Context: an optimization exercise on an open-source flow, tuned for small area, a short achievable clock period and few clock cycles per item. The choices shown serve that exercise and are no tape-out recipe. No activity file was given, so power comes from the tool's default toggle rates.

Setup of JK:
// relu_neuron_array
module relu_neuron_array
#(
    parameter int N          = 18,
    parameter int LANES      = 4,
    parameter int K_MAX      = 256,
    parameter int SHIFT      = 18,
    parameter int LEAK_SHIFT = 3
) (
    input  logic                 clk,
    input  logic                 rst,
    input  logic                 in_valid,
    output logic                 in_ready,
    input  logic                 in_last,
    input  logic [N-1:0]         in_x,
    input  logic [LANES*N-1:0]   in_w,
    output logic                 out_valid,
    input  logic                 out_ready,
    output logic [LANES*N-1:0]   out_data,
    output logic                 err_ovf
);
    logic [7:0]      cnt_q;       
    logic            b_q;         
    logic            bc_q;        
    logic            start_q;     
    logic            p_q;         
    logic            v_q;         
    logic            err_q;
    logic fire, close, mv, keep_d;
    logic rdy_q, p_d, v_d;
    assign in_ready = rdy_q;
    assign fire     = in_valid && rdy_q;
    assign close    = fire && (in_last || (&cnt_q));
    assign mv       = p_q && (!v_q || out_ready);
    assign p_d      = bc_q || (p_q && !mv);
    assign v_d      = mv || (v_q && !out_ready);
    assign keep_d   = !(fire && (b_q ? bc_q : start_q));
    always_ff @(posedge clk or negedge rst) begin
        if (!rst) begin
            cnt_q   <= '0;
            b_q     <= 1'b0;
            bc_q    <= 1'b0;
            start_q <= 1'b1;
            rdy_q   <= 1'b1;
            p_q     <= 1'b0;
            v_q     <= 1'b0;
            err_q   <= 1'b0;
        end else begin
            if (close)      cnt_q <= '0;
            else if (fire)  cnt_q <= cnt_q + 8'd1;
            if (close && !in_last) err_q <= 1'b1;
            b_q  <= fire;
            bc_q <= close;
            if (b_q) start_q <= bc_q;
            p_q  <= p_d;
            v_q  <= v_d;
            rdy_q <= !((close && (v_d || p_d)) || (p_d && v_d));
        end
    end
    logic [8:0] one_q [1], two_q [1], neg_q [1];
    for (genvar e = 0; e < 1; e++) begin : g_enc
        booth_enc u_enc (
            .clk   (clk),
            .fire  (fire),
            .x     (in_x),
            .one_q (one_q[e]),
            .two_q (two_q[e]),
            .neg_q (neg_q[e])
        );
  ...
For scale: about 4400 cells after synthesis, about 490 flip-flops, about 170 I/O pins.
==> flow/config.mk <==
export PLATFORM = sky130hd
export DESIGN_NAME = relu_neuron_array
export DESIGN_NICKNAME = relu_neuron_array
export VERILOG_FILES = /design/flow/design.v
export SDC_FILE = /design/flow/constraint.sdc
export NUM_CORES = 4
export LEC_CHECK = 0
export CAP_MARGIN = 20
export CORE_MARGIN = 2
export CORE_UTILIZATION = 65
export CTS_BUF_LIST = sky130_fd_sc_hd__clkbuf_4 sky130_fd_sc_hd__clkbuf_8
export SLEW_MARGIN = 20
export SYNTH_HIERARCHICAL = 1
export SYNTH_MINIMUM_KEEP_SIZE = 0
==> flow/constraint.sdc <==
create_clock -name core_clock -period 10.0 [get_ports {clk}]
set_input_delay 2.0000 -clock core_clock [delete_from_list [all_inputs] [get_ports {clk}]]
set_output_delay 2.0000 -clock core_clock [all_outputs]
set_load 0.01 [all_outputs]
standard.sh (not shown) runs the stock make flow with config.mk's settings and CLKGATE_MAP_FILE= SYNTH_SCRIPT=/design/flow/synth_recipe.tcl, a recipe that flattens the netlist after the stock synthesis.
==> flow/flow/run.sh <==
#!/bin/bash
cp standard.sh standard.sh.log
bash standard.sh finish SETUP_SLACK_MARGIN=6.6 "BUFFER_PORTS_ARGS=-buffer_cell sky130_fd_sc_hd__buf_2" > standard.log 2>&1
Modified inputs, MS compared to JK
--- a/flow/design.v
+++ b/flow/design.v
@@ -6,45 +6,34 @@
     assign co = (a & b) | (a & c) | (b & c);
 endmodule
 module ha (input logic a, b, output logic s, co);
     assign s  = a ^ b;
     assign co = a & b;
 endmodule
-module booth_enc (
+module mac_lane (
     input  logic        clk,
     input  logic        fire,   
     input  logic [17:0] x,
-    output logic [8:0]  one_q,  
-    output logic [8:0]  two_q,  
-    output logic [8:0]  neg_q   
+    input  logic [17:0] w,
+    input  logic        keep_d0,  
+    input  logic        keep_d1,  
+    input  logic        mv,     
+    output logic [16:0] res
 );
+    logic [8:0]  one_q, two_q, neg_q;    
+    logic [17:0] w_q;
+    logic        keep0, clr0, keep1, clr1;   
     logic [18:0] xe;
     assign xe = {x, 1'b0};
     always_ff @(posedge clk) begin
         for (int j = 0; j < 9; j++) begin
             one_q[j] <= fire && (xe[2*j+1] ^ xe[2*j]);
             two_q[j] <= fire && ((xe[2*j+2] && !xe[2*j+1] && !xe[2*j]) ||
                                  (!xe[2*j+2] && xe[2*j+1] && xe[2*j]));
             neg_q[j] <= fire && xe[2*j+2];
         end
-    end
-endmodule
-module mac_lane (
-    input  logic        clk,
-    input  logic [8:0]  one_q,  
-    input  logic [8:0]  two_q,
-    input  logic [8:0]  neg_q,
-    input  logic [17:0] w,
-    input  logic        keep_d0,  
-    input  logic        keep_d1,  
-    input  logic        mv,     
-    output logic [16:0] res
-);
-    logic [17:0] w_q;
-    logic        keep0, clr0, keep1, clr1;   
-    always_ff @(posedge clk) begin
         w_q <= w;
         keep0 <= keep_d0;
         clr0  <= !keep_d0;
         keep1 <= keep_d1;
         clr1  <= !keep_d1;
     end
@@ -879,29 +868,17 @@
             if (b_q) start_q <= bc_q;
             p_q  <= p_d;
             v_q  <= v_d;
             rdy_q <= !((close && (v_d || p_d)) || (p_d && v_d));
         end
     end
-    logic [8:0] one_q [1], two_q [1], neg_q [1];
-    for (genvar e = 0; e < 1; e++) begin : g_enc
-        booth_enc u_enc (
-            .clk   (clk),
-            .fire  (fire),
-            .x     (in_x),
-            .one_q (one_q[e]),
-            .two_q (two_q[e]),
-            .neg_q (neg_q[e])
-        );
-    end
     for (genvar i = 0; i < LANES; i++) begin : g_lane
         mac_lane u_lane (
             .clk  (clk),
-            .one_q (one_q[0]),
-            .two_q (two_q[0]),
-            .neg_q (neg_q[0]),
+            .fire (fire),
+            .x    (in_x),
             .w    (in_w[i*N +: N]),
             .keep_d0 (keep_d),
             .keep_d1 (keep_d),
             .mv   (mv),
             .res  (out_data[i*N +: N-1])
         );
--- outcome ---
- Summary of MS over JK: final worst-path cycle share decreased by 0.74 points relative to the old numbers, detailed router's first-iteration violation count decreased by about 24% relative to the old numbers, width of the chip increased by 8.2 µm relative to the old numbers.
- MS: share of power burned in the clock network is 0.7 points higher than what JK reported.
- Met3 capacity usage during global routing: higher on JK
- MS drops fewer vias than JK.
- MS vs JK on number of non-clock inverters in the layout: MS is the lower one.
- Per the comparison of MS with JK, critical path depth in cells went down; switching part of the total now sits lower.
- MS reached the final stage; the timing, design-rule and antenna checks on its layout passed.
No functional check of the RTL was part of any run of this note.

[static timing again, ports no longer ideal]
The flow's constraints put no driver on any port. The routed layouts listed below were extracted and timed again, unchanged, in two steps.
Step 1 sets driving cells, clkbuf_16 on the clock port and buf_2 on the other inputs (assumed; they add their load-dependent delay and slew).
Step 2, shift: input delay + t, output delay - t, t = (earliest + latest rising clock arrival at the registers) / 2. This alone moves slack from input paths to output paths.
Three values: ideal, step 1, step 2; two values: the first two.
| run | t (ns) | setup slack, ns | worst slew at a driven data input, ns |
|---|---|---|---|
| JK | 0.768 | 6.529 / 6.529 / 6.089 | 0.08 |
| MS | 0.803 | 6.604 / 6.541 / 6.286 | 0.10 |
After both steps setup and hold are still met in every run listed. The setup slack of JK, which loses most, moves by 0.000 ns with the drivers and by -0.440 ns with both steps.
